Source: an optimization exercise on an open RTL-to-GDS flow (aim: small area, a short achievable clock period and few clock cycles per item). Production flows keep margins and buffers that such runs may drop. The RTL was checked by simulation tests, not by an equivalence proof against the original design. Power and IR drop assume default switching activity.

### flow/flow/run.sh
#!/bin/bash
set -euo pipefail
export BUFFER_PORTS_ARGS="-buffer_cell sky130_fd_sc_hd__buf_2"
export SETUP_SLACK_MARGIN=5.0
bash standard.sh > flow_make.log 2>&1
### flow/standard.sh
#!/bin/bash
# synth_recipe.tcl (not shown) runs the flow's synth.tcl, then flattens the netlist and writes it again
# the make line also repeats each setting of config.mk as NAME=value (left out here)
make -C /OpenROAD-flow-scripts/flow DESIGN_CONFIG=/design/flow/config.mk WORK_HOME=/design/flow/orfs CLKGATE_MAP_FILE= SYNTH_SCRIPT=/design/flow/synth_recipe.tcl "${@:-finish}"
### flow/config.mk
export PLATFORM = sky130hd
export DESIGN_NAME = ln_top
export DESIGN_NICKNAME = ln_top
export VERILOG_FILES = /design/flow/design.v
export SDC_FILE = /design/flow/constraint.sdc
export NUM_CORES = 4
export LEC_CHECK = 0
export CAP_MARGIN = 20
export CORE_MARGIN = 2
export CORE_UTILIZATION = 45
export CTS_BUF_LIST = sky130_fd_sc_hd__clkbuf_8
export CTS_CLUSTER_DIAMETER = 50
export CTS_CLUSTER_SIZE = 12
export PLACE_DENSITY = 0.6
export SLEW_MARGIN = 20
### flow/constraint.sdc
create_clock -name core_clock -period 9.0 [get_ports {core_clk}]
set_input_delay 1.8000 -clock core_clock [delete_from_list [all_inputs] [get_ports {core_clk}]]
set_output_delay 1.8000 -clock core_clock [all_outputs]
set_load 0.01 [all_outputs]
### flow/design.v
package ln_pkg;
    typedef enum logic [1:0] {
        IDLE,
        SUM,    
        DIV,    
        OUT     
    } ln_state_e;
    typedef struct packed {
        logic [6:0] m;
        logic [4:0] e;
    } ln_div_t;
    typedef struct packed {
        logic [12-1:0]          channel_number;   
        logic [15:0]                  im_base;
        logic [15:0]                  om_base;
        logic [11:0]                  ifm_align;        
        logic [11:0]                  ofm_align;
        logic [11:0]                  block_count;
        logic [3:0]                   shift_out;
        logic [4*12-1:0]      div;              
    } ln_cfg_t;
    typedef struct packed {
        ln_state_e           state;
        logic [12-1:0] cnt;    
    } ln_phase_t;
    typedef struct packed {
        logic                  ren;
        logic [13-1:0] raddr;
        logic                  wen;
        logic [13-1:0] waddr;
    } ln_lbuf_req_t;
    typedef struct packed {
        logic                    ren;
        logic                    wen;
        logic [11-1:0] addr;    
    } ln_cache_req_t;
    typedef struct packed {
        logic clear;
        logic acc_en;
        logic mean_start;
        logic out_en;
    } ln_lane_ctl_t;
endpackage
`timescale 1ns/1ps
module ln_top (
    input  logic                  core_clk,
    input  logic                  rst_n,
    input  logic                  ln_start,       
    input  ln_pkg::ln_cfg_t       cfg,            
    input  logic [(4 * 4 * 8)-1:0] lbuf_rdata,
    input  logic [(4 * 4 * 8)-1:0] cache_rdata,
    output logic                  ln_end,
    output ln_pkg::ln_lbuf_req_t  lbuf_req,
    output logic [(4 * 4 * 8)-1:0] lbuf_wdata,
    output ln_pkg::ln_cache_req_t cache_req,
    output logic [(4 * 4 * 8)-1:0] cache_wdata
);
    localparam int ROWS  = 4 * 4;
    localparam int ACC_W = 19;                    
    localparam int P_W   = 26;                    
    localparam logic [1:0] PT_SUMC = 2'd0;
    localparam logic [1:0] PT_SUMX = 2'd1;
    localparam logic [1:0] PT_OUTL = 2'd2;
    localparam logic [4:0] GAP     = 5'd17;       
    logic [13-1:0] ia_q, oa_q;
    logic [12-1:0]   n_q;
    logic [2:0] sh_s3;       
    logic [6:0] sh_mask;     
    logic       sh_s8;       
    always_ff @(posedge core_clk) begin
        ia_q  <= 13'(cfg.ifm_align);
        oa_q  <= 13'(cfg.ofm_align);
        n_q   <= cfg.channel_number;
        sh_s8 <= cfg.shift_out[3];
        sh_s3 <= cfg.shift_out[3] ? 3'd0 : cfg.shift_out[2:0];
        for (int j = 0; j < 7; j++)
            sh_mask[j] <= cfg.shift_out[3] || (cfg.shift_out[2:0] >= 3'(7 - j));
    end
    logic                  busy;
    logic                  act;         
    logic                  first;       
    logic [1:0]            pt;          
    logic [1:0]            pend;        
    logic [12-1:0]   cnt;         
    logic [4:0]            gap;
    logic                  gap_on;
    logic [11:0]           sl;          
    logic                  cren;
    logic [13-1:0] raddr, rbase, rnext;
    logic                  last_req;
    logic                  go;          
    logic                  lastn;       
    assign last_req = act && lastn;
    assign rnext    = rbase + ia_q;
    assign go       = gap_on && (gap == 5'd1);
    always_ff @(posedge core_clk or negedge rst_n) begin
        if (!rst_n) begin
            busy   <= 1'b0;
            act    <= 1'b0;
            first  <= 1'b0;
            gap_on <= 1'b0;
            cren   <= 1'b0;
        end else begin
            first <= 1'b0;
            if (!busy) begin
                if (ln_start) begin
                    busy  <= 1'b1;
                    act   <= 1'b1;
                    first <= 1'b1;
                end
            end else if (last_req) begin
                if (pt == PT_OUTL) begin
                    if (sl == 12'd1) begin
                        busy <= 1'b0;
                        act  <= 1'b0;
                    end else begin
                        first <= 1'b1;
                    end
                end else begin
                    act    <= 1'b0;
                    cren   <= 1'b0;
                    gap_on <= 1'b1;
                end
            end else if (go) begin
                gap_on <= 1'b0;
                act    <= 1'b1;
                first  <= 1'b1;
                cren   <= (pend == PT_SUMX);
            end
        end
    end
    always_ff @(posedge core_clk) begin
        if (!busy) begin
            pt    <= PT_SUMC;
            cnt   <= cfg.channel_number;
            lastn <= (cfg.channel_number == 12'(1));
            raddr <= cfg.im_base[13-1:0];
            rbase <= cfg.im_base[13-1:0];
            sl    <= cfg.block_count;
        end else if (act && !last_req) begin
            cnt   <= cnt - 12'(1);
            lastn <= (cnt == 12'(2));
            raddr <= raddr + 13'(1);
        end else if (last_req) begin
            gap  <= GAP;
            pend <= (pt == PT_SUMX || sl == 12'd1) ? PT_OUTL : PT_SUMX;
            if (pt == PT_OUTL) begin
                pt    <= PT_SUMC;
                cnt   <= n_q;
                lastn <= (n_q == 12'(1));
                raddr <= rnext;
                rbase <= rnext;
                sl    <= sl - 12'd1;
            end
        end else if (gap_on) begin
            gap <= gap - 5'd1;
            if (go) begin
                pt    <= pend;
                cnt   <= n_q;
                lastn <= (n_q == 12'(1));
                if (pend == PT_SUMX) begin
                    raddr <= rnext;
                    rbase <= rnext;
                    sl    <= sl - 12'd1;
                end else begin
                    raddr <= rbase;
                end
            end
        end
    end
    logic p0_sum, p0_cwr, p0_out, p0_srcc, p0_jlast;
    logic p1_sum, p1_cwr, p1_out, p1_srcc, p1_first, p1_last, p1_jlast;
    logic p2_sum, p2_cwr, p2_out, p2_srcc, p2_first, p2_last, p2_jlast;
    logic p3_sum, p3_cwr, p3_out, p3_last, p3_jlast;
    logic p4_last, p4_jlast;
    logic lwen;
    logic [13-1:0]   waddr, wbase, wnext;
    logic [11-1:0] caddr;
    assign p0_sum   = act && (pt != PT_OUTL);
    assign p0_cwr   = act && (pt == PT_SUMC);
    assign p0_out   = act && (pt != PT_SUMC);
    assign p0_srcc  = (pt == PT_SUMX);
    assign p0_jlast = (pt == PT_OUTL) && (sl == 12'd1);
    assign wnext    = wbase + oa_q;
    always_ff @(posedge core_clk or negedge rst_n) begin
        if (!rst_n) begin
            {p1_sum, p1_cwr, p1_out, p1_srcc, p1_first, p1_last, p1_jlast} <= '0;
            {p2_sum, p2_cwr, p2_out, p2_srcc, p2_first, p2_last, p2_jlast} <= '0;
            {p3_sum, p3_cwr, p3_out, p3_last, p3_jlast}                    <= '0;
            {p4_last, p4_jlast}                                            <= '0;
            lwen   <= 1'b0;
            ln_end <= 1'b0;
        end else begin
            {p1_sum, p1_cwr, p1_out, p1_srcc, p1_first, p1_last, p1_jlast} <=
                {p0_sum, p0_cwr, p0_out, p0_srcc, first, last_req, p0_jlast};
            {p2_sum, p2_cwr, p2_out, p2_srcc, p2_first, p2_last, p2_jlast} <=
                {p1_sum, p1_cwr, p1_out, p1_srcc, p1_first, p1_last, p1_jlast};
            {p3_sum, p3_cwr, p3_out, p3_last, p3_jlast} <=
                {p2_sum, p2_cwr, p2_out, p2_last, p2_jlast};
            {p4_last, p4_jlast} <= {p3_last, p3_jlast};
            lwen   <= p3_out;
            ln_end <= lwen && p4_last && p4_jlast;
        end
    end
    always_ff @(posedge core_clk) begin
        if (!busy && ln_start) begin
            waddr <= cfg.om_base[13-1:0];
            wbase <= cfg.om_base[13-1:0];
        end else if (lwen) begin
            waddr <= p4_last ? wnext : waddr + 13'(1);
            if (p4_last) wbase <= wnext;
        end
        if (go)
            caddr <= '0;
        else if (cren)
            caddr <= caddr + 11'(1);
        else if (p2_cwr)
            caddr <= p2_first ? '0 : caddr + 11'(1);
    end
    assign lbuf_req.ren   = act;
    assign lbuf_req.raddr = raddr;
    assign lbuf_req.wen   = lwen;
    assign lbuf_req.waddr = waddr;
    assign cache_req.ren  = cren;
    assign cache_req.wen  = p3_cwr;
    assign cache_req.addr = caddr;
    logic [(4 * 4 * 8)-1:0] r_o;
    always_ff @(posedge core_clk) begin
        r_o <= p2_srcc ? cache_rdata : lbuf_rdata;
    end
    assign cache_wdata = r_o;
    logic                    ex_on;
    logic [3:0]              ek;
    logic [3:0]              ek_n;
    logic [6:0]              m_reg, m_d;
    logic [4:0]              e_reg, e_d, e_d2;
    logic                    sv, pv;
    logic signed [ACC_W-1:0] s_reg;
    logic signed [ACC_W+1:0] s3_reg;    
    logic signed [ACC_W+1:0] ms0, ms1, ms2;
    logic signed [22:0]      pa;        
    logic signed [21:0]      pb;        
    logic signed [P_W-1:0]   prod;
    logic signed [P_W-1:0]   quo;
    logic [P_W-1:0]          hmask;     
    logic                    ovf;
    logic signed [8:0]       mean_new;
    logic [ACC_W-1:0]        acc  [ROWS];
    logic signed [8:0]       mean [ROWS];
    logic [11:0]             div_sel;
    assign ek_n    = ex_on ? ek + 4'd1 : 4'd0;
    assign div_sel = cfg.div[ek_n[3:2]*12 +: 12];
    always_ff @(posedge core_clk or negedge rst_n) begin
        if (!rst_n) begin
            ex_on <= 1'b0;
            ek    <= '0;
            sv    <= 1'b0;
            pv    <= 1'b0;
        end else begin
            sv <= ex_on;
            pv <= sv;
            if (p2_sum && p2_last) begin
                ex_on <= 1'b1;
                ek    <= '0;
            end else if (ex_on) begin
                ek <= ek + 4'd1;
                if (ek == 4'd15) ex_on <= 1'b0;
            end
        end
    end
    always_ff @(posedge core_clk) begin
        m_reg <= div_sel[11:5];
        e_reg <= div_sel[4:0];
        s_reg  <= signed'(acc[0] - {n_q, 7'd0});
        s3_reg <= 21'(signed'(acc[0] - {n_q, 7'd0})) * 21'sd3;
        m_d    <= m_reg;
        e_d    <= e_reg;
        pa     <= 23'(ms0) + (23'(ms1) <<< 2);
        pb     <= 22'(ms2) + (22'(m_d[6] ? 21'(s_reg) : 21'sd0) <<< 2);
        e_d2  <= e_d;
    end
    function automatic logic signed [ACC_W+1:0] mul2(input logic [1:0] dg,
                                                     input logic signed [ACC_W-1:0] a,
                                                     input logic signed [ACC_W+1:0] a3);
        case (dg)
            2'd0:    mul2 = '0;
            2'd1:    mul2 = 21'(a);
            2'd2:    mul2 = 21'(a) <<< 1;
            default: mul2 = a3;
        endcase
    endfunction
    assign ms0 = mul2(m_d[1:0], s_reg, s3_reg);
    assign ms1 = mul2(m_d[3:2], s_reg, s3_reg);
    assign ms2 = mul2(m_d[5:4], s_reg, s3_reg);
    assign prod = P_W'(pa) + (P_W'(pb) <<< 4);
    assign quo  = prod >>> e_d2;
    for (genvar j = 0; j < P_W; j++) begin : g_hmask
        assign hmask[j] = (j >= 8) && (6'(j) >= 6'(e_d2) + 6'd8);
    end
    assign ovf = |((prod ^ {P_W{prod[P_W-1]}}) & hmask);
    always_comb begin
        if (ovf)
            mean_new = prod[P_W-1] ? -9'sd256 : 9'sd255;
        else
            mean_new = quo[8:0];
    end
    for (genvar r = 0; r < ROWS; r++) begin : g_row
        logic [7:0]       u;
        logic [8:0]       lo;
        logic [10:0]      hi;
        logic [ACC_W-1:0] nxt;
        logic [9:0]       d;
        logic [9:0]       ne;
        logic             nf;
        logic             sg;
        logic [7:0]       shl;
        assign u  = p2_sum ? {~lbuf_rdata[r*8+7], lbuf_rdata[r*8 +: 7]} : 8'd0;
        assign lo = {1'b0, acc[r][7:0]} + {1'b0, u};
        assign hi = acc[r][18:8] + {10'd0, lo[8]};
        if (r == ROWS - 1) begin : g_tail
            assign nxt = '0;
        end else begin : g_link
            assign nxt = acc[r+1];
        end
        always_ff @(posedge core_clk or negedge rst_n) begin
            if (!rst_n)
                acc[r] <= '0;
            else
                acc[r] <= ex_on ? nxt : {hi, lo[7:0]};
        end
        always_ff @(posedge core_clk) begin
            if (pv) mean[r] <= (r == ROWS - 1) ? mean_new : mean[(r + 1) % ROWS];
        end
        assign d   = {{2{r_o[r*8+7]}}, r_o[r*8 +: 8]} - {mean[r][8], mean[r]};
        assign sg  = d[9];
        assign ne  = d ^ {10{sg}};
        assign nf  = ne[8] | ne[7] | (|(ne[6:0] & sh_mask)) | (sh_s8 & sg);
        assign shl = d[7:0] << sh_s3;
        always_ff @(posedge core_clk) begin
            lbuf_wdata[r*8 +: 8] <= nf ? {sg, {7{~sg}}} : shl;
        end
    end
endmodule
==> flow_summary.ini, run 1 <==
[outcome]
status = timing/DRC/antenna clean

[clock_tree]
clk_pin_slew_worst_paths_ps = 80
cts_max_level = 4
cts_tree = built
clkLatencyLatePin_ps = 910
numCtsBuffers = 138
hold_buffers = 0
clock-sinks = 995
clockBufferDepth = 3
cts-root-buf = clkbuf_8

[sta]
rsz0062_at_grt = yes
fin_tns_setup_ps = 0
fin_crit_ps = 3890
setup_ws_ps = 5110
fin_crit_sh = 0.432
worstMarginPinSlew_ps = 1120
max_slew_margin = 0.252
hold_violations = 0
final_max_slew_viol_count = 0
finClkSkew_ps = 54.2
fmax_mhz = 257
setup_violations = 0
timing.hold.ws_ps = 317

[critical_path]
worstPathArrival_ps = 4640
crit_top_cell = a21boi_1
start_kind = flop
crit_chain = inv_1 > ha_1 > nor2b_1 > o21ai_1 > a21boi_1 > o21ai_0 > a21boi_1 > o21a_1 > o211ai_2 > nand2_2 > xnor2_1 > o2111ai_1 > nor4_4 > buf_4 > mux2i_1
slowest_delay_ps = 450
timing.rr.start = mean[5][1]
path_class = flop to flop
cp-end-kind = flop
required_ps = 9750
crit_fanout = 8
crit_path_start = mean[5][1]
cpMaxStageDelayCell = edfxtp_1

[power]
leakagePower_nw = 30.2
ir_drop_mv = 0.177
powerDensity_nw_per_um2 = 275

[route]
dr_total_vias = 49892
routed_wl_um = 200000
ant_nets = 0
drt_iter0_markers = 4001
drc = 0
via_per_inst = 5.51
routedWlPerCell_um = 22.1
dr.pass1.iters = 5

[global_routing]
grt_max_degree = 141
antenna_found_initial = 48
grt_first_pass_wirelength_um = 292000
grt_usage = 0.282
grt_overflow = 0
grt_pass1_vias = 47302

[final_layout]
regMostFlops = acc
area_growth_pct = 16.5
reg_top3 = acc: 304 flops, mean: 144 flops
fillers = 12310
drive_gt1_frac = 0.235
largest_reg_flops = 304
num-nets-final = 8036

[flow_run]
maxCapViolCount = 0

[synthesis]
syn_area_per_cell_um2 = 9.35
synth_top_flop_cell = dfxtp_1
synth_seq_cells = 995
synth_nets = 7385
yosysWarnings = 3
seq_area_frac_synth = 0.393
netlist_instances = 6506
syn_area_um2 = 60800
yosysUniqueCellTypes = 111
synth-edff-count = 228
synth_async_sr_flop_share = 0.340

[die]
die_y_um = 372
io-pin-count = 689
dieArea_um2 = 138000
core-area_um2 = 134000
rows = 134
die_width_um = 372
start_util = 0.455

[placed_design]
dpl_worst_slack_ps = 4300
port-buffer-count = 682
place_congestion = 0.970
hpwl_um = 155000

[min_path]
hp-start = m_reg[6]
min_path_type = flop to flop
path summary, 6_finish.rpt:
kind / to / slack (ps) / cells after the start
min in group asynchronous: acc[7][0] / 890 / 1
worst min register to register: m_d[6] / 320 / 0
worst max register to register: lbuf_wdata[46] / 5110 / 15
worst min-delay path: m_d[6] / 320 / 0
worst max-delay path: lbuf_wdata[46] / 5110 / 15
max in group asynchronous: acc[8][6] / 6650 / 2
cell type report:
cell class	instances	area (µm²)	share of cell area
Antenna cell	16	40.0	0.000565
Sequential cell	995	23900	0.338
Tap cell	1768	2210	0.0312
Inverter	461	1730	0.0245
Clock inverter	98	993	0.0140
Clock buffer	151	2080	0.0293
Multi-Input combinational cell	4785	35500	0.502
Timing Repair Buffer	776	4330	0.0610
critical path, delay by kind of cell, from the launching register on:
kind	cells	cell delay, ps
and+or+nand+nor	3	630
adders and majority gates	1	230
buffers and inverters	2	350
muxes	1	430
xor gates and xnor gates	1	200
DFF	1	450
AOI/OAI and AO/OA	7	1440
stage by stage:
step | instance area (µm²) | instances | utilization | total power, W
after floorplan | 61700 | 6506 | - | 0.0130
after global placement | 66700 | 8741 | 0.498 | 0.0150
after detailed placement | 66700 | 8741 | 0.498 | 0.0151
after CTS | 70200 | 9015 | 0.524 | 0.0193
after global routing | 70800 | 9039 | 0.529 | 0.0210
final | 70900 | 9050 | 0.530 | 0.0195
power by group:
group	switching, W	total (W)	internal (W)
clock network	0.00200	0.00398	0.00198
logic	0.00472	0.00886	0.00414
registers	0.000975	0.00663	0.00566
total	0.00769	0.0195	0.0118
cell families (layout without fill, tap and decap cells):
group | count (synthesis) | after routing | synth area share
adders and majority gates | 488 | 488 | 0.105
buffers and inverters | 727 | 1486 | 0.0466
AOI/OAI and AO/OA | 1558 | 1558 | 0.158
muxes | 450 | 450 | 0.0863
DFF | 995 | 995 | 0.393
and+or+nand+nor | 1780 | 1781 | 0.138
xor gates and xnor gates | 508 | 508 | 0.0731
other | 0 | 16 | 0
synthesized netlist by cell type (27+ instances only):
cell | instances | area share
a31oi_1 | 40 | 0.0041
fa_1 | 39 | 0.013
edfxtp_1 | 228 | 0.11
mux2i_1 | 101 | 0.017
dfxtp_1 | 429 | 0.14
a21oi_1 | 350 | 0.029
ha_1 | 449 | 0.092
a21o_1 | 115 | 0.014
nand2_1 | 621 | 0.038
and3_1 | 59 | 0.0061
inv_1 | 456 | 0.028
o22ai_1 | 39 | 0.0040
a22o_1 | 61 | 0.0088
o21a_1 | 46 | 0.0057
nand3_1 | 166 | 0.014
nand2b_1 | 52 | 0.0053
mux4_2 | 27 | 0.010
o31ai_1 | 30 | 0.0037
and2_1 | 145 | 0.015
a21boi_0 | 37 | 0.0046
xnor2_1 | 306 | 0.044
o21ai_0 | 563 | 0.046
o211ai_1 | 33 | 0.0041
mux2_2 | 319 | 0.059
dfrtp_1 | 338 | 0.14
nor3_1 | 71 | 0.0058
o21bai_1 | 31 | 0.0038
a211oi_1 | 42 | 0.0052
nor2_1 | 458 | 0.028
clkbuf_1 | 206 | 0.013
buf_1 | 35 | 0.0022
nor2b_1 | 83 | 0.0085
xor2_1 | 202 | 0.029
per-layer routing:
layer  vias to the layer above  part of all wire  GRT usage
li1                      24111                 -          -
met1                     23595              0.45      0.396
met2                      1832              0.43      0.419
met3                       328             0.089     0.0750
met4                        26             0.032     0.0905
met5                         -            0.0012    0.00420
layout by cell type, fill, tap and decap left out, drive strengths merged, types with 321 or more instances in the layout:
| master | instances |
|---|---|
| inv | 511 |
| ha | 449 |
| buf | 775 |
| o21ai | 581 |
| a21oi | 354 |
| dfrtp | 338 |
| nand2 | 621 |
| nor2 | 461 |
| dfxtp | 429 |
| mux2 | 321 |
repair_timing:
item                                    in CTS  in global routing
pin swaps                                   13                 33
setup buffers                               23                 19
endpoints found under the setup margin     193                187
gates resized for setup                     34                117
hold endpoints to repair                     0                  0
cloned                                       2                  0
Testbench counts, summed over its fixed seeds: cycles 69,324, items 40,736.
==> inputs of run 2 (changes only) <==
==> flow/flow/run.sh (replaced) <==
#!/bin/bash
set -euo pipefail
export BUFFER_PORTS_ARGS="-buffer_cell sky130_fd_sc_hd__buf_2"
export SETUP_SLACK_MARGIN=5.5
bash standard.sh > flow_make.log 2>&1
==> flow_summary.ini, run 2 <==
[outcome]
status = timing/DRC/antenna clean

[clock_tree]
cts_max_level = 4
cts_tree = built
numCtsBuffers = 135
clockBufferDepth = 3
clk_pin_slew_worst_paths_ps = 80
clkLatencyLatePin_ps = 930
cts-root-buf = clkbuf_8
clock-sinks = 995

[die]
start_util = 0.455
dieArea_um2 = 138000
io-pin-count = 689
die_width_um = 372
rows = 134
core-area_um2 = 134000
die_y_um = 372

[critical_path]
crit_fanout = 6
timing.rr.start = pb[0]
start_kind = flop
worstPathArrival_ps = 4380
timing.rr.end = mean[15][7]
worst_r2r_path_depth = 16
path_class = flop to flop
rrSetupSlack_ps = 5270
crit_path_start = pb[0]
required_ps = 9650
cp-end-kind = flop

[synthesis]
synth_commonest_cells = nand2_1, o21ai_0, nor2_1, inv_1, ha_1
synth_seq_cells = 995
synth.area.top_cells = dfxtp_1, dfrtp_1, edfxtp_1
synth-edff-count = 228
yosysMostFrequentCell = nand2_1
synth_nets = 7385
synth_top_area_frac = 0.141
synth_async_sr_flop_share = 0.340
syn_area_um2 = 60800
yosysWarnings = 3
yosys.area.top_type = dfxtp_1
synth_top_flop_cell = dfxtp_1
netlist_instances = 6506
seq_area_frac_synth = 0.393
syn_area_per_cell_um2 = 9.35
yosysUniqueCellTypes = 111

[power]
ir_drop_mv = 0.210
powerDensity_nw_per_um2 = 286
fin_total_pwr_w = 0.0219
leakagePower_nw = 32.5

[route]
routed_wl_um = 205000
routedWlPerCell_um = 22.0
dr.pass1.iters = 8
via_per_inst = 5.55
ant_nets = 0
dr_total_vias = 51737
drt_iter0_markers = 4292
drc = 0

[final_layout]
layout_common_cells = buf_2, nand2_1, inv_1, nor2_1, dfxtp_1
reg_top3 = acc: 304 flops, mean: 144 flops
largest_reg_flops = 304
area_growth_pct = 26.0
final_cell_count_no_fill = 9326
final_common_cell = buf_2
regMostFlops = acc
final_cell_area_um2 = 76600
num-nets-final = 8311
fin_util = 0.573
drive_gt1_frac = 0.328

[placed_design]
place_congestion = 0.972
hpwl_um = 152000
port-buffer-count = 682
placed_area_um2 = 67100
placed_cells = 8740

[sta]
setup_violations = 0
final_max_slew_viol_count = 0
worstMarginPinSlew_ps = 1080
fin_tns_setup_ps = 0
fmax_mhz = 268
hold_violations = 0
rsz0062_at_grt = yes
fin_crit_sh = 0.414
finClkSkew_ps = 53.3
fin_crit_ps = 3730
max_slew_margin = 0.278

[global_routing]
grt_overflow = 0
grt_first_pass_wirelength_um = 298000
grt_max_degree = 162
grt_usage = 0.284
antenna_found_initial = 56
grt_pass1_vias = 48761

[min_path]
hp-start = m_reg[4]
holdPathEnd = m_d[4]
hold_depth = 0
min_path_type = flop to flop

[flow_run]
maxCapViolCount = 0
==> run 2: worst max-delay path by stage <==
stage | end | depth (start not counted) | slack [ps]
floorplan | acc[2][18] | 18 | 4900
global placement | acc[1][18] | 19 | 4360
detailed placement | acc[1][18] | 19 | 4340
CTS | mean[15][7] | 14 | 5230
global route | mean[15][5] | 17 | 5100
finish | mean[15][7] | 16 | 5270
==> run 2: final cells by class <==
cell class	instances	area [µm²]
antenna	15	37.5
clock buffer	147	2020
clock inverter	101	1230
fill	11752	57200
inverter	461	1740
multi-input combinational	4785	38500
sequential	995	24000
tap	1768	2210
timing repair buffer	1054	6840
==> run 2: cell families (layout without fill, tap and decap cells) <==
family          after synthesis  after routing  share of synthesized area
buf+inv                     727           1763                     0.0466
fa+ha+maj                   488            488                      0.105
other cells                   0             15                          0
xor+xnor                    508            508                     0.0731
mux                         450            450                     0.0863
compound gates             1558           1558                      0.158
simple gates               1780           1781                      0.138
flops                       995            995                      0.393
==> run 2: power breakdown <==
group / switching [W] / leakage [nW] / internal [W] / total (W)
clock network: 0.00203 / 1.70 / 0.00216 / 0.00419
logic: 0.00554 / 21.2 / 0.00547 / 0.0110
registers: 0.00107 / 9.58 / 0.00566 / 0.00673
==> run 2: worst max-delay path, cell delays in order (launching register included) <==
cell and delay (ps):
dfxtp_2 340, ha_4 140, inv_2 30, fa_2 360, nor2b_4 140, o211ai_1 150, a21oi_2 240, nor3_4 80
a21oi_2 220, a41oi_2 200, mux2i_2 220, a221o_1 330, mux2_4 310, nor4_4 320, buf_6 180, a21oi_2 50
a21o_1 150
==> run 2: stage by stage <==
step	hold slack [ps]	setup slack [ps]
floorplan	310	4900
global placement	311	4360
detailed placement	312	4340
CTS	328	5230
global route	335	5100
finish	328	5270
==> run 2: repair_timing <==
action | in CTS | in global routing
pin swaps | 157 | 418
setup endpoints to repair | 371 | 273
hold buffers | 0 | 0
gates resized for setup | 347 | 567
cloned | 6 | 0
setup buffers | 179 | 137
==> run 2: per-layer routing <==
metal / wire (µm) / track usage / up-vias
li1: - / - / 24645
met1: 92100 / 0.403 / 24870
met2: 89700 / 0.431 / 1835
met3: 16700 / 0.0618 / 349
met4: 5960 / 0.0846 / 38
met5: 278 / 0 / -
==> inputs of run 3 (changes only) <==
==> flow/flow/run.sh (replaced) <==
#!/bin/bash
set -euo pipefail
export BUFFER_PORTS_ARGS="-buffer_cell sky130_fd_sc_hd__buf_2"
export SETUP_SLACK_MARGIN=5.3
bash standard.sh > flow_make.log 2>&1
--- a/flow/config.mk
+++ b/flow/config.mk
@@ -14,2 +14,3 @@
 export PLACE_DENSITY = 0.6
 export SLEW_MARGIN = 20
+export TNS_END_PERCENT = 0
==> flow_summary.ini, run 3 <==
[outcome]
status = timing/DRC/antenna clean

[clock_tree]
clock-sinks = 995
clockBufferDepth = 3
numCtsBuffers = 135
clk_pin_slew_worst_paths_ps = 80
cts_tree = built
cts-root-buf = clkbuf_8
cts_max_level = 4
clkLatencyLatePin_ps = 880

[synthesis]
syn_area_per_cell_um2 = 9.35
synth_top_area_frac = 0.141
syn_area_um2 = 60800
yosysUniqueCellTypes = 111
synth.area.top_cells = dfxtp_1, dfrtp_1, edfxtp_1
yosysWarnings = 3
synth_top_flop_cell = dfxtp_1
synth_commonest_cells = nand2_1, o21ai_0, nor2_1, inv_1, ha_1
synth_async_sr_flop_share = 0.340
synth_seq_cells = 995
netlist_instances = 6506
synth-edff-count = 228
synth_nets = 7385
seq_area_frac_synth = 0.393
yosys.area.top_type = dfxtp_1
yosysMostFrequentCell = nand2_1

[global_routing]
grt_usage = 0.277
grt_first_pass_wirelength_um = 290000
grt_max_degree = 236
grt_pass1_vias = 47054
antenna_found_initial = 56
grt_overflow = 0

[critical_path]
cpMaxStageDelayCell = mux4_2
path_delay_family = compound AO/OA/AOI/OAI gates
cp-end-kind = flop
timing.rr.end = mean[15][7]
slowest_delay_ps = 470
worstPathArrival_ps = 4390
path_class = flop to flop
timing.rr.start = pa[15]
rrSetupSlack_ps = 5210
worst_r2r_path_depth = 13
crit_chain = ha_1 > a21o_2 > a21o_1 > a21o_1 > nor3_4 > a211oi_1 > o21a_1 > o31a_1 > mux2_2 > mux4_2 > mux2i_2 > o22ai_1 > a21o_1
critPathBufInv = 0
crit_fanout = 8
start_kind = flop
crit_top_cell = a21o_1
required_ps = 9600

[final_layout]
fillers = 12379
area_growth_pct = 16.9
drive_gt1_frac = 0.237
regMostFlops = acc
reg_top3 = acc: 304 flops, mean: 144 flops
final_cell_count_no_fill = 9074
final_common_cell = buf_2
fin_util = 0.531
num-nets-final = 8058
largest_reg_flops = 304
layout_common_cells = buf_2, nand2_1, o21ai_0, inv_1, nor2_1

[sta]
rsz0062_at_grt = yes
finClkSkew_ps = 45.6
fin_crit_ps = 3790
fin_crit_sh = 0.421
final_max_slew_viol_count = 0
setup_violations = 0
hold_violations = 0
worstMarginPinSlew_ps = 1040
max_slew_margin = 0.305
fin_tns_setup_ps = 0
fmax_mhz = 264

[flow_run]
maxCapViolCount = 0

[power]
powerDensity_nw_per_um2 = 278
leakagePower_nw = 30.4
ir_drop_mv = 0.187

[min_path]
min_path_type = flop to flop
holdPathEnd = m_d[0]
hold_depth = 0
hp-start = m_reg[0]

[die]
io-pin-count = 689
die_width_um = 372
start_util = 0.455
core-area_um2 = 134000
rows = 134
die_y_um = 372
dieArea_um2 = 138000

[route]
dr.pass1.iters = 8
routed_wl_um = 198000
dr_total_vias = 50395
drt_iter0_markers = 4327
via_per_inst = 5.55
drc = 0
ant_nets = 0
routedWlPerCell_um = 21.9

[placed_design]
hpwl_um = 152000
port-buffer-count = 682
place_congestion = 0.972
placed_cells = 8740
[run 3: cell counts after synthesis]
Identical to the previous run, type by type.
[run 3: per-layer routing]
| metal | GRT usage | part of all wire | vias up | wire length, µm |
|---|---|---|---|---|
| li1 | - | - | 24135 | - |
| met2 | 0.416 | 0.43 | 1834 | 84900 |
| met1 | 0.395 | 0.45 | 24033 | 90000 |
| met4 | 0.0775 | 0.029 | 34 | 5710 |
| met3 | 0.0662 | 0.089 | 359 | 17600 |
| met5 | 0 | 0.0011 | - | 211 |
[run 3: area by class of cell]
type	instances	area, µm²	share of cell area
tap	1768	2210	0.0311
sequential	995	23900	0.337
clock buffer	150	2060	0.0290
timing repair buffer	801	4540	0.0638
clock inverter	96	951	0.0134
multi-input combinational	4785	35600	0.501
antenna	18	45.0	0.000633
inverter	461	1730	0.0244
[run 3: report_power, final]
group | internal (W) | switching (W) | total, W
Combinational | 0.00437 | 0.00485 | 0.00922
Sequential | 0.00566 | 0.000956 | 0.00662
Clock | 0.00200 | 0.00194 | 0.00394
[run 3: how the worst max path moves through the flow]
stage,cells past startpoint,to,startpoint
2_1_floorplan,18,acc[10][18],lbuf_rdata[80]
3_3_place_gp,18,acc[2][17],lbuf_rdata[16]
3_5_place_dp,18,acc[2][17],lbuf_rdata[16]
4_1_cts,17,pb[20],m_d[5]
5_1_grt,18,s3_reg[19],acc[0][7]
6_report,13,mean[15][7],pa[15]
[run 3: metrics by stage]
stage | worst slack (ps) | hold WS [ps] | power (W) | instance area [µm²]
after global routing | 5050 | 327 | 0.0213 | 71100
after floorplan | 4900 | 310 | 0.0129 | 61200
after CTS | 4940 | 326 | 0.0190 | 69500
after global placement | 4250 | 312 | 0.0148 | 66200
final | 5210 | 319 | 0.0198 | 71100
after detailed placement | 4240 | 313 | 0.0150 | 66200
[run 3: what timing repair did]
| item | CTS | global route |
|---|---|---|
| hold buffers | 0 | 0 |
| endpoints found under the setup margin | 296 | 323 |
| buffers inserted | 18 | 47 |
| resized for setup | 24 | 254 |
| cloned | 1 | 2 |
| pin swaps | 10 | 70 |
[run 3: cell families (layout without fill, tap and decap cells)]
family,after synthesis,after routing,synth area share
adder cells (fa/ha/maj),488,488,0.105
flip-flops,995,995,0.393
other,0,18,0
AND/OR/NAND/NOR,1780,1781,0.138
XOR/XNOR,508,508,0.0731
buffers and inverters,727,1508,0.0466
AO/OA/AOI/OAI,1558,1558,0.158
multiplexers,450,450,0.0863
==> inputs of run 4 (changes only) <==
--- a/flow/config.mk
+++ b/flow/config.mk
@@ -6,4 +6,5 @@
 export NUM_CORES = 4
 export LEC_CHECK = 0
+export ABC_AREA = 1
 export CAP_MARGIN = 20
 export CORE_MARGIN = 2
@@ -14,3 +15,2 @@
 export PLACE_DENSITY = 0.6
 export SLEW_MARGIN = 20
-export TNS_END_PERCENT = 0
==> flow_summary.ini, run 4 <==
[clock_tree]
clk_pin_slew_worst_paths_ps = 80
hold_buffers = 0
clkLatencyLatePin_ps = 910
cts_max_level = 4
clock-sinks = 995
clockBufferDepth = 3
cts_tree = built
numCtsBuffers = 132
cts-root-buf = clkbuf_8

[global_routing]
grt_pass1_vias = 54702
grt_overflow = 0
grt_first_pass_wirelength_um = 321000
grt_max_degree = 216
antenna_found_initial = 30
grt_usage = 0.294

[die]
dieArea_um2 = 142000
core-area_um2 = 138000
start_util = 0.455
io-pin-count = 689
die_width_um = 377
rows = 136
die_y_um = 377

[power]
leakagePower_nw = 38.1
powerDensity_nw_per_um2 = 392
ir_drop_mv = 0.187
fin_total_pwr_w = 0.0304

[route]
dr_total_vias = 59614
via_per_inst = 5.31
drt_iter0_markers = 5548
drc = 0
dr.pass1.iters = 6
ant_nets = 0
routedWlPerCell_um = 19.3
routed_wl_um = 217000

[synthesis]
synth-edff-count = 228
syn_area_um2 = 62700
synth_nets = 9213
synth_async_sr_flop_share = 0.340
netlist_instances = 8334
yosysWarnings = 3
synth_seq_cells = 995
yosys.area.top_type = dfxtp_1
synth_top_area_frac = 0.137
synth.area.top_cells = dfxtp_1, dfrtp_1, nand2_1
synth_commonest_cells = nand2_1, inv_1, nor2_1, o21ai_0, nand3_1
seq_area_frac_synth = 0.381
yosysMostFrequentCell = nand2_1
yosysUniqueCellTypes = 72
syn_area_per_cell_um2 = 7.52
synth_top_flop_cell = dfxtp_1

[critical_path]
crit_fanout = 4
cpMaxStageDelayCell = ha_4
worstPathArrival_ps = 5160
path_class = input pin to flop
critPathBufInv = 19
path_delay_family = buffers and inverters
slowest_delay_ps = 230
required_ps = 9740
cp-end-kind = flop
crit_top_cell = buf_4
start_kind = input pin

[sta]
max_slew_margin = 0.265
fin_tns_setup_ps = 0
rsz0062_at_grt = yes
hold_violations = 0
setup_violations = 0
timing.hold.ws_ps = 331
fin_crit_ps = 4420
finClkSkew_ps = 48.9
worstMarginPinSlew_ps = 1100
final_max_slew_viol_count = 0
fin_crit_sh = 0.491
fmax_mhz = 226

[final_layout]
regMostFlops = acc
layout_common_cells = nand2_1, inv_1, buf_2, nor2_1, nand3_1
reg_top3 = acc: 304 flops, mean: 144 flops
final_common_cell = nand2_1
num-nets-final = 10200
fillers = 12858
area_growth_pct = 23.4
largest_reg_flops = 304
drive_gt1_frac = 0.226
final_cell_area_um2 = 77300

[flow_run]
maxCapViolCount = 0

[placed_design]
port-buffer-count = 682
placed_area_um2 = 68500
place_congestion = 0.984
hpwl_um = 163000

[outcome]
status = timing/DRC/antenna clean

[min_path]
min_path_type = flop to flop
[run 4: cell families (layout without fill, tap and decap cells)]
kind of cell / count (synthesis) / after routing / share of synthesized area
compound gates: 1364 / 1364 / 0.124
xor+xnor: 229 / 229 / 0.0325
fa+ha+maj: 488 / 488 / 0.102
buf+inv: 1460 / 2551 / 0.0883
flops: 995 / 995 / 0.381
mux: 149 / 149 / 0.0264
other cells: 0 / 11 / 0
simple gates: 3649 / 3649 / 0.245
[run 4: area by class of cell]
type                            count  area [µm²]  area share
Clock inverter                     90         995      0.0129
Tap cell                         1794        2240      0.0290
Antenna cell                       11        27.5    0.000356
Sequential cell                   995       23900       0.309
Multi-Input combinational cell   5879       35900       0.464
Clock buffer                      148        2040      0.0263
Inverter                         1217        4620      0.0598
Timing Repair Buffer             1096        7610      0.0984
[run 4: routing by layer]
layer / vias to the layer above / wire, µm / GRT usage
li1: 29250 / - / -
met1: 27842 / 102000 / 0.432
met2: 2148 / 91500 / 0.433
met3: 354 / 17000 / 0.0552
met4: 20 / 6630 / 0.0909
met5: - / 135 / 0
[run 4: worst paths after layout]
check                         startpoint           to  depth (start not counted)  slack [ps]
max                        lbuf_rdata[3]    acc[0][6]                         28        4580
min                             m_reg[5]       m_d[5]                          0         330
max reg2reg                       p2_sum    acc[0][6]                         31        4710
min reg2reg                     m_reg[5]       m_d[5]                          0         330
max in group asynchronous          rst_n    acc[0][7]                          3        6120
min in group asynchronous          rst_n  acc[15][14]                          1         950
[run 4: through the flow]
step,utilization,setup WS (ps),cells
finish,0.561,4580,11230
global route,0.561,4470,11226
CTS,0.547,4760,11140
detailed placement,0.497,3520,10602
global placement,0.497,3520,10602
floorplan,-,4230,8334
[run 4: what timing repair did]
item	4_1_cts	5_1_grt
endpoints found under the hold margin	0	0
resized for setup	326	364
pin swaps	118	139
cloned	7	1
endpoints found under the setup margin	157	155
setup buffers	293	78
[run 4: where the power goes]
part / switching, W / internal (W)
sequential: 0.00136 / 0.00641
combinational: 0.0122 / 0.00638
clock: 0.00196 / 0.00202
total: 0.0155 / 0.0148
==> inputs of run 5 (changes only) <==
--- a/flow/config.mk
+++ b/flow/config.mk
@@ -6,5 +6,4 @@
 export NUM_CORES = 4
 export LEC_CHECK = 0
-export ABC_AREA = 1
 export CAP_MARGIN = 20
 export CORE_MARGIN = 2
==> flow_summary.ini, run 5 <==
[outcome]
status = timing/DRC/antenna clean

[synthesis]
synth_commonest_cells = nand2_1, o21ai_0, nor2_1, inv_1, ha_1
syn_area_um2 = 60800
syn_area_per_cell_um2 = 9.35
synth_top_flop_cell = dfxtp_1
synth_nets = 7385
seq_area_frac_synth = 0.393
yosysWarnings = 3
yosysUniqueCellTypes = 111
synth_top_area_frac = 0.141
synth_compound_area_frac = 0.158
synth_async_sr_flop_share = 0.340
synth_seq_cells = 995
synth-xor-area-share = 0.0731
synth_fa_ha_area_frac = 0.105
muxShareOfSynthArea = 0.0863
yosys.area_share.simple = 0.138
synth_top_family_by_area = compound AO/OA/AOI/OAI gates
synth.area.top_cells = dfxtp_1, dfrtp_1, edfxtp_1
netlist_instances = 6506
synth-edff-count = 228
yosysMostFrequentCell = nand2_1
yosys.area.top_type = dfxtp_1

[power]
clockPowerShare = 0.182
ir_drop_mv = 0.209
seqPwrFrac = 0.318
fin_total_pwr_w = 0.0210
powerDensity_nw_per_um2 = 286
p_sw_w = 0.00829
leakagePower_nw = 31.2
internal_power_w = 0.0127
netSwitchingFraction = 0.394
combPwrFrac = 0.499

[final_layout]
fillers = 12257
fin_util = 0.550
regArea_um2 = 24000
regMostFlops = acc
drive_gt1_frac = 0.278
layout_common_cells = buf_2, nand2_1, inv_1, nor2_1, dfxtp_1
final_common_cell = buf_2
reg_top3 = acc: 304 flops, mean: 144 flops
area_growth_pct = 20.9
largest_reg_flops = 304
num-nets-final = 8168
multi_input_area_um2 = 37200

[sta]
rsz0062_at_grt = yes
max_slew_margin = 0.265
fmax_mhz = 268
setup_ws_ps = 5270
fin_crit_sh = 0.414
worstMarginPinSlew_ps = 1100
fin_tns_setup_ps = 0
hold_violations = 0
finClkSkew_ps = 42.9
final_max_slew_viol_count = 0
fin_crit_ps = 3730
setup_violations = 0

[die]
rows = 134
dieArea_um2 = 138000
start_util = 0.455
core-area_um2 = 134000
die_y_um = 372
die_width_um = 372
io-pin-count = 689

[clock_tree]
cts_tree = built
cts_max_level = 4
cts-root-buf = clkbuf_8
clk_pin_slew_worst_paths_ps = 80
clockBufferDepth = 3
clkLatencyLatePin_ps = 890
numCtsBuffers = 134
clock-sinks = 995

[placed_design]
port-buffer-count = 682
hpwl_um = 153000
place_congestion = 0.971
dpl_worst_slack_ps = 4290

[critical_path]
crit_path_start = pa[8]
required_ps = 9600
cpMaxStageDelayCell = or4_4
path_class = flop to flop
timing.rr.start = pa[8]
start_kind = flop
crit_fanout = 5
path_delay_family = simple AND/OR/NAND/NOR gates
worstPathArrival_ps = 4330
crit_chain = ha_4 > a21o_1 > o21bai_2 > buf_4 > a211oi_2 > nor2_2 > a31oi_1 > nand3_1 > or4_4 > nor4b_4 > mux2i_2 > nor4_4 > buf_4 > buf_8 > a31oi_4
slowest_delay_ps = 510
crit_top_cell = buf_4
cp-end-kind = flop
critPathBufInv = 3

[global_routing]
grt_first_pass_wirelength_um = 297000
antenna_found_initial = 37
grt_pass1_vias = 48043
grt_max_degree = 233
grt_overflow = 0
grt_usage = 0.283

[min_path]
hp-start = e_reg[3]
min_path_type = flop to flop

[route]
via_per_inst = 5.56
routed_wl_um = 202000
dr.pass1.iters = 5
dr_total_vias = 51051
ant_nets = 0
routedWlPerCell_um = 22.0
drt_iter0_markers = 4820
drc = 0

[flow_run]
maxCapViolCount = 0
## run 5: path summary, 6_finish.rpt
kind	endpoint	cells after the start	slack [ps]
worst max register to register	mean[15][4]	15	5270
max in group asynchronous	acc[12][15]	3	6230
min in group asynchronous	acc[8][0]	1	940
worst min-delay path	e_d[3]	0	310
worst min register to register	e_d[3]	0	310
worst max-delay path	mean[15][4]	15	5270
## run 5: cell type report
class | count | area share
well taps | 1768 | 0.0301
clock inverters | 92 | 0.0114
inverters | 461 | 0.0236
clock buffers | 151 | 0.0283
flip-flops and latches | 995 | 0.326
diodes | 12 | 0.000408
repair buffers | 912 | 0.0750
multi-input cells | 4785 | 0.505
## run 5: cells by family (layout without fill, tap and decap cells)
group / after synthesis / count (layout)
other cells: 0 / 12
flops: 995 / 995
mux: 450 / 450
buf+inv: 727 / 1616
xor+xnor: 508 / 508
simple gates: 1780 / 1781
fa+ha+maj: 488 / 488
compound gates: 1558 / 1558
## run 5: per-stage QoR
| stage | cell area (µm²) | std cells | hold WS, ps |
|---|---|---|---|
| after floorplan | 62100 | 6506 | 310 |
| after global placement | 67100 | 8739 | 313 |
| after detailed placement | 67100 | 8739 | 312 |
| final | 73500 | 9176 | 315 |
| after CTS | 71700 | 9064 | 319 |
| after global routing | 73500 | 9167 | 326 |
## run 5: what timing repair did
action,4_1_cts,5_1_grt
cloned,3,1
buffers inserted,79,99
setup endpoints to repair,288,188
gates resized for setup,202,263
pin swaps,72,186
hold buffers,0,0
## run 5: power groups by stage
stage	clock network, W	registers (W)	logic [W]
2_1_floorplan	0	0.00643	0.00681
4_1_cts	0.00392	0.00669	0.00968
3_5_place_dp	0	0.00676	0.00855
5_1_grt	0.00409	0.00682	0.0116
3_3_place_gp	0	0.00674	0.00840
6_report	0.00384	0.00669	0.0105
## run 5: routing by layer
metal,global-route usage,part of all wire
met5,0,0.00042
met2,0.424,0.43
met4,0.0838,0.029
met1,0.407,0.46
met3,0.0611,0.084
==> inputs of run 6 (changes only) <==
==> flow/flow/run.sh (replaced) <==
#!/bin/bash
set -euo pipefail
export BUFFER_PORTS_ARGS="-buffer_cell sky130_fd_sc_hd__buf_2"
export SETUP_SLACK_MARGIN=5.0
bash standard.sh > flow_make.log 2>&1
--- a/flow/config.mk
+++ b/flow/config.mk
@@ -8,8 +8,8 @@
 export CAP_MARGIN = 20
 export CORE_MARGIN = 2
-export CORE_UTILIZATION = 45
+export CORE_UTILIZATION = 60
 export CTS_BUF_LIST = sky130_fd_sc_hd__clkbuf_8
 export CTS_CLUSTER_DIAMETER = 50
 export CTS_CLUSTER_SIZE = 12
-export PLACE_DENSITY = 0.6
+export PLACE_DENSITY = 0.75
 export SLEW_MARGIN = 20
==> flow_summary.ini, run 6 <==
[outcome]
status = timing/DRC/antenna clean

[power]
leakagePower_nw = 30.0
ir_drop_mv = 0.203
powerDensity_nw_per_um2 = 273
fin_total_pwr_w = 0.0191

[sta]
hold_violations = 0
setup_violations = 0
rsz0062_at_grt = yes
fmax_mhz = 253
worstMarginPinSlew_ps = 1150
fin_crit_ps = 3950
final_max_slew_viol_count = 0
max_slew_margin = 0.233
finClkSkew_ps = 47.6
fin_tns_setup_ps = 0
fin_crit_sh = 0.439

[synthesis]
syn_area_per_cell_um2 = 9.35
synth_async_sr_flop_share = 0.340
yosys.area.top_type = dfxtp_1
synth_top_area_frac = 0.141
synth-edff-count = 228
synth.area.top_cells = dfxtp_1, dfrtp_1, edfxtp_1
synth_nets = 7385
seq_area_frac_synth = 0.393
syn_area_um2 = 60800
netlist_instances = 6506
synth_top_flop_cell = dfxtp_1
yosysWarnings = 3
yosysMostFrequentCell = nand2_1
yosysUniqueCellTypes = 111
synth_commonest_cells = nand2_1, o21ai_0, nor2_1, inv_1, ha_1
synth_seq_cells = 995

[critical_path]
required_ps = 9680
path_class = flop to flop
worstPathArrival_ps = 4630
cp-end-kind = flop
start_kind = flop
crit_fanout = 19

[final_layout]
largest_reg_flops = 304
final_cell_area_um2 = 69800
reg_top3 = acc: 304 flops, mean: 144 flops
regMostFlops = acc
fin_util = 0.696
drive_gt1_frac = 0.232
area_growth_pct = 14.8
final_common_cell = buf_2
layout_common_cells = buf_2, nand2_1, inv_1, o21ai_0, nor2_1
num-nets-final = 8015

[global_routing]
antenna_found_initial = 40
grt_pass1_vias = 47385
grt_max_degree = 236
grt_usage = 0.342
grt_overflow = 0
grt_first_pass_wirelength_um = 275000

[clock_tree]
cts-root-buf = clkbuf_8
cts_max_level = 3
clk_pin_slew_worst_paths_ps = 90
hold_buffers = 0
cts_tree = built
clock-sinks = 995
numCtsBuffers = 118
clkLatencyLatePin_ps = 830
clockBufferDepth = 3

[route]
routedWlPerCell_um = 21.4
routed_wl_um = 184000
dr_total_vias = 50659
via_per_inst = 5.88
drc = 0
drt_iter0_markers = 5150
dr.pass1.iters = 8
ant_nets = 0

[die]
die_width_um = 322
core-area_um2 = 100000
io-pin-count = 689
start_util = 0.607
die_y_um = 322
rows = 116
dieArea_um2 = 104000

[placed_design]
placed_area_um2 = 66100
place_congestion = 1.03
hpwl_um = 140000
port-buffer-count = 682

[min_path]
min_path_type = flop to flop

[flow_run]
maxCapViolCount = 0
[run 6: cell counts after synthesis]
Identical to the previous run, type by type.
[run 6: cell type report]
cell class | count | area [µm²]
Antenna cell | 21 | 52.6
Clock buffer | 126 | 1730
Clock inverter | 92 | 756
Fill cell | 7827 | 30400
Inverter | 461 | 1730
Multi-Input combinational cell | 4784 | 35600
Sequential cell | 995 | 23900
Tap cell | 1357 | 1700
Timing Repair Buffer | 776 | 4300
[run 6: worst paths after layout]
kind                           from    endpoint  slack [ps]  cells past startpoint
setup / recovery             m_d[5]      pb[20]        5050                     17
hold / removal             m_reg[3]      m_d[3]         320                      0
setup reg to reg             m_d[5]      pb[20]        5050                     17
hold reg to reg            m_reg[3]      m_d[3]         320                      0
max in group asynchronous     rst_n          pv        6440                      3
min in group asynchronous     rst_n  acc[11][1]         890                      1
[run 6: worst max-delay path, stage by stage, from the launching register on]
cell and delay (ps):
dfxtp_4 430, nor2b_1 150, buf_4 210, a22o_1 250, ha_1 230, fa_1 400, a21o_1 180, a21oi_2 180
o21bai_1 110, a21oi_2 180, o21bai_1 100, a21oi_2 220, o2111ai_2 190, a31oi_2 280, nor2b_1 80, o21a_1 180
o41a_1 320, xor2_1 140
[run 6: repair_timing]
action,4_1_cts,5_1_grt
gates resized for setup,30,132
pin swaps,10,41
buffers inserted,19,33
endpoints found under the setup margin,178,207
cloned,0,2
[run 6: cells by family (layout without fill, tap and decap cells)]
| kind of cell | after synthesis | in the layout | synth area share |
|---|---|---|---|
| AO/OA/AOI/OAI | 1558 | 1558 | 0.158 |
| XOR/XNOR | 508 | 508 | 0.0731 |
| adder cells (fa/ha/maj) | 488 | 488 | 0.105 |
| buffers and inverters | 727 | 1455 | 0.0466 |
| flip-flops | 995 | 995 | 0.393 |
| multiplexers | 450 | 450 | 0.0863 |
| other | 0 | 21 | 0 |
| AND/OR/NAND/NOR | 1780 | 1780 | 0.138 |
[run 6: power breakdown]
part	leakage [nW]	switching (W)	internal, W
clock	1.40	0.00183	0.00158
sequential	9.58	0.00100	0.00566
combinational	19.0	0.00481	0.00420
total	30.0	0.00764	0.0114
[run 6: through the flow]
stage	hold slack (ps)	setup WS, ps	std cells
floorplan	310	4900	6506
detailed placement	313	4230	8317
global placement	313	4290	8317
finish	322	5050	8612
global route	328	4840	8602
CTS	325	4810	8554
[run 6: per-layer routing]
layer | track usage | vias to the layer above | routed length [µm]
met5 | 0 | - | 86
met1 | 0.479 | 24022 | 79000
li1 | - | 24059 | -
met3 | 0.0768 | 382 | 17800
met2 | 0.514 | 2182 | 80200
met4 | 0.133 | 14 | 7050
==> inputs of run 7 (changes only) <==
==> flow/flow/run.sh (replaced) <==
#!/bin/bash
set -euo pipefail
export BUFFER_PORTS_ARGS="-buffer_cell sky130_fd_sc_hd__buf_1"
export SETUP_SLACK_MARGIN=5.3
bash standard.sh > flow_make.log 2>&1
--- a/flow/config.mk
+++ b/flow/config.mk
@@ -8,8 +8,8 @@
 export CAP_MARGIN = 20
 export CORE_MARGIN = 2
-export CORE_UTILIZATION = 60
+export CORE_UTILIZATION = 45
 export CTS_BUF_LIST = sky130_fd_sc_hd__clkbuf_8
 export CTS_CLUSTER_DIAMETER = 50
 export CTS_CLUSTER_SIZE = 12
-export PLACE_DENSITY = 0.75
+export PLACE_DENSITY = 0.6
 export SLEW_MARGIN = 20
==> flow_summary.ini, run 7 <==
[outcome]
status = timing/DRC/antenna clean

[route]
drt_iter0_markers = 4341
wl_met2_um = 87300
wl_met1_um = 91000
ant_nets = 0
dr_total_vias = 50897
routed_wl_um = 201000
via_per_inst = 5.56
dr.pass1.iters = 9
drc = 0
wl_met3_um = 16700
highest_layer = met5
routedWlPerCell_um = 21.9

[sta]
setup_violations = 0
finClkSkew_ps = 60.9
fmax_mhz = 265
max_slew_margin = 0.225
rsz0062_at_grt = yes
fin_tns_setup_ps = 0
setup_ws_ps = 5230
worstMarginPinSlew_ps = 1160
final_max_slew_viol_count = 0
hold_violations = 0
fin_crit_ps = 3770
fin_crit_sh = 0.419

[placed_design]
place_congestion = 0.953
dpl_worst_slack_ps = 4230
port-buffer-count = 682
hpwl_um = 152000

[final_layout]
layout_common_cells = buf_1, nand2_1, inv_1, nor2_1, dfxtp_1
drive_gt1_frac = 0.186
fillers = 12283
reg_top3 = acc: 304 flops, mean: 144 flops
largest_reg_flops = 304
area_growth_pct = 19.2
regMostFlops = acc
final_common_cell = buf_1
num-nets-final = 8147

[synthesis]
synth-edff-count = 228
syn_area_um2 = 60800
synth_top_flop_cell = dfxtp_1
synth_seq_cells = 995
synth_nets = 7385
seq_area_frac_synth = 0.393
yosysWarnings = 3
syn_area_per_cell_um2 = 9.35
synth_async_sr_flop_share = 0.340
synth_commonest_cells = nand2_1, o21ai_0, nor2_1, inv_1, ha_1
synth.area.top_cells = dfxtp_1, dfrtp_1, edfxtp_1
netlist_instances = 6506
yosysUniqueCellTypes = 111
synth_top_area_frac = 0.141
yosysMostFrequentCell = nand2_1
yosys.area.top_type = dfxtp_1

[clock_tree]
cts_max_level = 4
clock-sinks = 995
clockBufferDepth = 3
cts_tree = built
clkLatencyLatePin_ps = 920
cts-root-buf = clkbuf_8
numCtsBuffers = 136
clk_pin_slew_worst_paths_ps = 80
hold_buffers = 0

[min_path]
hp-start = e_reg[3]
min_path_type = flop to flop
hold_depth = 0
holdPathEnd = e_d[3]

[power]
fin_total_pwr_w = 0.0206
leakagePower_nw = 29.3
powerDensity_nw_per_um2 = 284
ir_drop_mv = 0.205

[critical_path]
crit_chain = ha_4 > inv_2 > fa_2 > nor2b_2 > o211ai_1 > a21oi_2 > o31ai_4 > xnor2_2 > nor2b_2 > or4_4 > nor4b_4 > mux2i_2 > nor4_4 > buf_6 > a21oi_2 > a21o_1
critPathBufInv = 2
timing.rr.end = mean[15][7]
timing.rr.start = pb[0]
slowest_delay_ps = 530
cp-end-kind = flop
worst_r2r_path_depth = 16
path_delay_family = simple AND/OR/NAND/NOR gates
cpMaxStageDelayCell = or4_4
rrSetupSlack_ps = 5230
start_kind = flop
path_class = flop to flop
crit_fanout = 8
required_ps = 9670
worstPathArrival_ps = 4440

[die]
start_util = 0.455
rows = 134
core-area_um2 = 134000
dieArea_um2 = 138000
die_width_um = 372
io-pin-count = 689
die_y_um = 372

[global_routing]
antenna_found_initial = 40
grt_pass1_vias = 47523
grt_first_pass_wirelength_um = 293000
grt_overflow = 0
grt_max_degree = 222
grt_usage = 0.280

[flow_run]
maxCapViolCount = 0
run 7: cell counts after synthesis:
Identical to the previous run, type by type.
run 7: final cells by class:
class	instances	area, µm²	area share
tap	1768	2210	0.0305
multi-input combinational	4785	37100	0.512
clock inverter	104	1000	0.0138
inverter	461	1730	0.0239
antenna	12	30.0	0.000414
timing repair buffer	889	4470	0.0616
sequential	995	24000	0.331
clock buffer	145	2000	0.0275
run 7: worst max path at each step:
stage,start,end,depth (start not counted)
3_5_place_dp,lbuf_rdata[104],acc[13][18],19
6_report,pb[0],mean[15][7],16
2_1_floorplan,lbuf_rdata[16],acc[2][18],18
4_1_cts,m_d[2],pa[22],18
5_1_grt,pb[0],mean[15][7],16
3_3_place_gp,lbuf_rdata[0],acc[0][18],19
run 7: power breakdown:
part / internal [W] / switching (W) / leakage [nW]
clock: 0.00188 / 0.00201 / 1.60
sequential: 0.00566 / 0.00105 / 9.58
combinational: 0.00480 / 0.00520 / 18.1
total: 0.0123 / 0.00825 / 29.3
run 7: routing by layer:
metal / global-route usage / up-vias
li1: - / 24348
met4: 0.0790 / 20
met3: 0.0676 / 337
met2: 0.422 / 1746
met1: 0.397 / 24446
met5: 0 / -
run 7: cells by family (layout without fill, tap and decap cells):
logic type | count (synthesis) | count (layout) | synth area share
other | 0 | 12 | 0
muxes | 450 | 450 | 0.0863
AOI/OAI and AO/OA | 1558 | 1558 | 0.158
adders and majority gates | 488 | 488 | 0.105
and+or+nand+nor | 1780 | 1781 | 0.138
xor gates and xnor gates | 508 | 508 | 0.0731
DFF | 995 | 995 | 0.393
buffers and inverters | 727 | 1599 | 0.0466
run 7: stage by stage:
step	area, µm²	utilization	instances	hold WS, ps
finish	72500	0.542	9159	314
floorplan	62100	-	6506	310
global route	72500	0.542	9149	316
detailed placement	66200	0.495	8738	312
CTS	70700	0.528	9056	317
global placement	66200	0.495	8738	312
run 7: worst register-to-register path, cell delays in order, from the launching register on:
cell      delay [ps]
dfxtp_2          350
ha_4             150
inv_2             40
fa_2             350
nor2b_2          140
o211ai_1         160
a21oi_2          270
o31ai_4           90
xnor2_2          170
nor2b_2          160
or4_4            530
nor4b_4          300
mux2i_2          130
nor4_4           310
buf_6            190
a21oi_2           60
a21o_1           180
run 7: what timing repair did:
action,CTS,global route
gates resized for setup,201,277
setup endpoints to repair,285,225
buffers inserted,67,90
cloned,2,1
pin swaps,58,149
==> inputs of run 8 (changes only) <==
==> flow/flow/run.sh (replaced) <==
#!/bin/bash
set -euo pipefail
export BUFFER_PORTS_ARGS="-buffer_cell sky130_fd_sc_hd__buf_2"
export SETUP_SLACK_MARGIN=5.3
# clock tree: same settings as config.mk, without dummy balancing loads
export CTS_ARGS="-sink_clustering_enable -repair_clock_nets -dont_use_dummy_load -buf_list sky130_fd_sc_hd__clkbuf_8 -sink_clustering_size 16 -sink_clustering_max_diameter 70"
bash standard.sh > flow_make.log 2>&1
--- a/flow/config.mk
+++ b/flow/config.mk
@@ -10,6 +10,6 @@
 export CORE_UTILIZATION = 45
 export CTS_BUF_LIST = sky130_fd_sc_hd__clkbuf_8
-export CTS_CLUSTER_DIAMETER = 50
-export CTS_CLUSTER_SIZE = 12
+export CTS_CLUSTER_DIAMETER = 70
+export CTS_CLUSTER_SIZE = 16
 export PLACE_DENSITY = 0.6
 export SLEW_MARGIN = 20
==> flow_summary.ini, run 8 <==
[global_routing]
grt_overflow = 0
grt_first_pass_wirelength_um = 295000
grt_max_degree = 233
grt_usage = 0.281
grt_pass1_vias = 47455
antenna_found_initial = 42

[die]
dieArea_um2 = 138000
core-area_um2 = 134000
die_y_um = 372
io-pin-count = 689
start_util = 0.455
rows = 134
die_width_um = 372

[critical_path]
required_ps = 9500
timing.rr.end = mean[15][6]
crit_fanout = 5
rrSetupSlack_ps = 5220
timing.rr.start = pa[4]
path_class = flop to flop
crit_top_cell = buf_4
path_delay_family = simple AND/OR/NAND/NOR gates
worst_r2r_path_depth = 17
worstPathArrival_ps = 4290
cpMaxStageDelayCell = or4_4
crit_chain = ha_4 > inv_2 > fa_2 > nor2b_2 > o211ai_1 > a21oi_2 > buf_4 > o31ai_4 > xnor2_2 > nor2b_1 > or4_4 > nor4b_4 > mux2i_2 > nor4_4 > buf_4 > buf_8 > a31oi_4
crit_path_start = pa[4]
critPathBufInv = 4
slowest_delay_ps = 430
start_kind = flop
cp-end-kind = flop

[final_layout]
fin_util = 0.540
area_growth_pct = 18.9
drive_gt1_frac = 0.274
num-nets-final = 8167
regMostFlops = acc
final_common_cell = buf_2
largest_reg_flops = 304
layout_common_cells = buf_2, nand2_1, inv_1, nor2_1, dfxtp_1
reg_top3 = acc: 304 flops, mean: 144 flops

[synthesis]
synth_nets = 7385
seq_area_frac_synth = 0.393
synth_top_flop_cell = dfxtp_1
synth_seq_cells = 995
synth_async_sr_flop_share = 0.340
yosysWarnings = 3
synth_top_area_frac = 0.141
syn_area_per_cell_um2 = 9.35
syn_area_um2 = 60800
yosys.area.top_type = dfxtp_1
synth.area.top_cells = dfxtp_1, dfrtp_1, edfxtp_1
yosysUniqueCellTypes = 111
synth_commonest_cells = nand2_1, o21ai_0, nor2_1, inv_1, ha_1
netlist_instances = 6506
yosysMostFrequentCell = nand2_1
synth-edff-count = 228

[outcome]
status = timing/DRC/antenna clean

[sta]
fin_crit_sh = 0.420
rsz0062_at_grt = yes
max_slew_margin = 0.263
setup_violations = 0
worstMarginPinSlew_ps = 1110
fin_crit_ps = 3780
fin_tns_setup_ps = 0
hold_violations = 0
final_max_slew_viol_count = 0
finClkSkew_ps = 72.3
fmax_mhz = 265

[min_path]
hp-start = m_reg[6]
hold_depth = 0
min_path_type = flop to flop
holdPathEnd = m_d[6]

[flow_run]
maxCapViolCount = 0

[route]
ant_nets = 0
routedWlPerCell_um = 22.2
drt_iter0_markers = 4584
routed_wl_um = 201000
dr.pass1.iters = 6
dr_total_vias = 50606
via_per_inst = 5.58
drc = 0

[clock_tree]
clkLatencyLatePin_ps = 810
clk_pin_slew_worst_paths_ps = 100
clockBufferDepth = 3
cts_tree = built
cts_max_level = 3
hold_buffers = 0
numCtsBuffers = 92
cts-root-buf = clkbuf_8
clock-sinks = 995

[placed_design]
hpwl_um = 153000
place_congestion = 0.971
port-buffer-count = 682

[power]
ir_drop_mv = 0.227
powerDensity_nw_per_um2 = 274
leakagePower_nw = 30.5
## run 8: layout make-up
class                   count  area, µm²
multi-input cells        4785      37200
fillers                 12304      61500
clock buffers              92       1270
inverters                 461       1730
repair buffers            953       5850
diodes                     16       40.0
well taps                1768       2210
flip-flops and latches    995      24000
## run 8: kinds of logic (layout without fill, tap and decap cells)
logic type	Yosys count	after routing	synth area share
buffers and inverters	727	1506	0.0466
AOI/OAI and AO/OA	1558	1558	0.158
DFF	995	995	0.393
adders and majority gates	488	488	0.105
xor gates and xnor gates	508	508	0.0731
muxes	450	450	0.0863
other	0	16	0
and+or+nand+nor	1780	1781	0.138
## run 8: stage by stage
| stage | power, W | hold slack (ps) | setup slack, ps | instances | cell area [µm²] |
|---|---|---|---|---|---|
| 3_5_place_dp | 0.0153 | 312 | 4290 | 8739 | 67100 |
| 4_1_cts | 0.0189 | 331 | 5160 | 8933 | 70100 |
| 2_1_floorplan | 0.0132 | 310 | 4900 | 6506 | 62100 |
| 5_1_grt | 0.0213 | 337 | 5110 | 9059 | 72300 |
| 6_report | 0.0198 | 329 | 5220 | 9070 | 72300 |
| 3_3_place_gp | 0.0151 | 313 | 4300 | 8739 | 67100 |
## run 8: worst reg2reg max path, cell delays in order (launching register included)
cell and delay [ps]:
dfxtp_2 360, ha_4 140, inv_2 40, fa_2 340
nor2b_2 140, o211ai_1 150, a21oi_2 210, buf_4 160
o31ai_4 60, xnor2_2 150, nor2b_1 140, or4_4 430
nor4b_4 280, mux2i_2 150, nor4_4 340, buf_4 190
buf_8 130, a31oi_4 80
## run 8: where the power goes
part / switching [W] / internal (W)
Combinational: 0.00538 / 0.00531
Clock: 0.00152 / 0.000907
Sequential: 0.00103 / 0.00567
## run 8: worst max path at each step
stage / end / slack [ps] / cells past startpoint
after CTS: pb[21] / 5160 / 16
after global routing: mean[15][7] / 5110 / 17
after global placement: acc[0][18] / 4300 / 19
after detailed placement: acc[0][18] / 4290 / 19
after floorplan: acc[2][18] / 4900 / 18
final: mean[15][6] / 5220 / 17
## run 8: routing by layer
| layer | part of all wire | up-vias | track usage |
|---|---|---|---|
| met5 | 0.00055 | - | 0 |
| met4 | 0.028 | 18 | 0.0741 |
| met3 | 0.080 | 261 | 0.0602 |
| met2 | 0.43 | 1778 | 0.425 |
| met1 | 0.46 | 24316 | 0.405 |
| li1 | - | 24233 | - |
## run 8: what timing repair did
item / in CTS / in global routing
setup buffers: 99 / 120
resized for setup: 200 / 298
gates cloned: 3 / 1
endpoints found under the setup margin: 287 / 215
pin swaps: 82 / 212

==> re-timing with driven ports <==
The results above use ideal ports. As a check the final layouts listed here were re-extracted and re-timed, cells and wires unchanged.
Step 1 (the two cells are an assumption about what drives the block):
set clk [get_ports {core_clk}]
set_driving_cell -lib_cell sky130_fd_sc_hd__clkbuf_16 $clk
set_driving_cell -lib_cell sky130_fd_sc_hd__buf_2 [delete_from_list [all_inputs] $clk]
Step 2 also shifts input and output timing later by t, the mid clock arrival at the registers, as if the neighbouring blocks saw the same clock.
Slacks: no drivers / after step 1 / after step 2; pairs: no drivers / after step 1.
| run | t (ns) | slack for setup (ns) | worst setup path at the end | worst slew at a driven data input, ns |
|---|---|---|---|---|
| run 1 | 0.962 | 5.115 / 5.115 / 4.216 | input to register | 0.20 |
| run 2 | 0.978 | 5.270 / 5.270 / 4.398 | input to register | 0.21 |
| run 3 | 0.940 | 5.208 / 5.175 / 4.235 | input to register | 0.22 |
| run 4 | 0.977 | 4.577 / 4.630 / 3.653 | input to register | 0.21 |
| run 5 | 0.938 | 5.270 / 5.267 / 4.339 | input to register | 0.22 |
| run 6 | 0.877 | 5.048 / 5.048 / 4.257 | input to register | 0.19 |
| run 7 | 0.960 | 5.230 / 5.230 / 4.416 | input to register | 0.20 |
| run 8 | 0.868 | 5.219 / 5.215 / 4.347 | input to register | 0.23 |
After both steps every run listed still meets setup and hold. The setup slack of run 3, which loses most, moves by -0.033 ns with the drivers and by -0.973 ns with both steps.
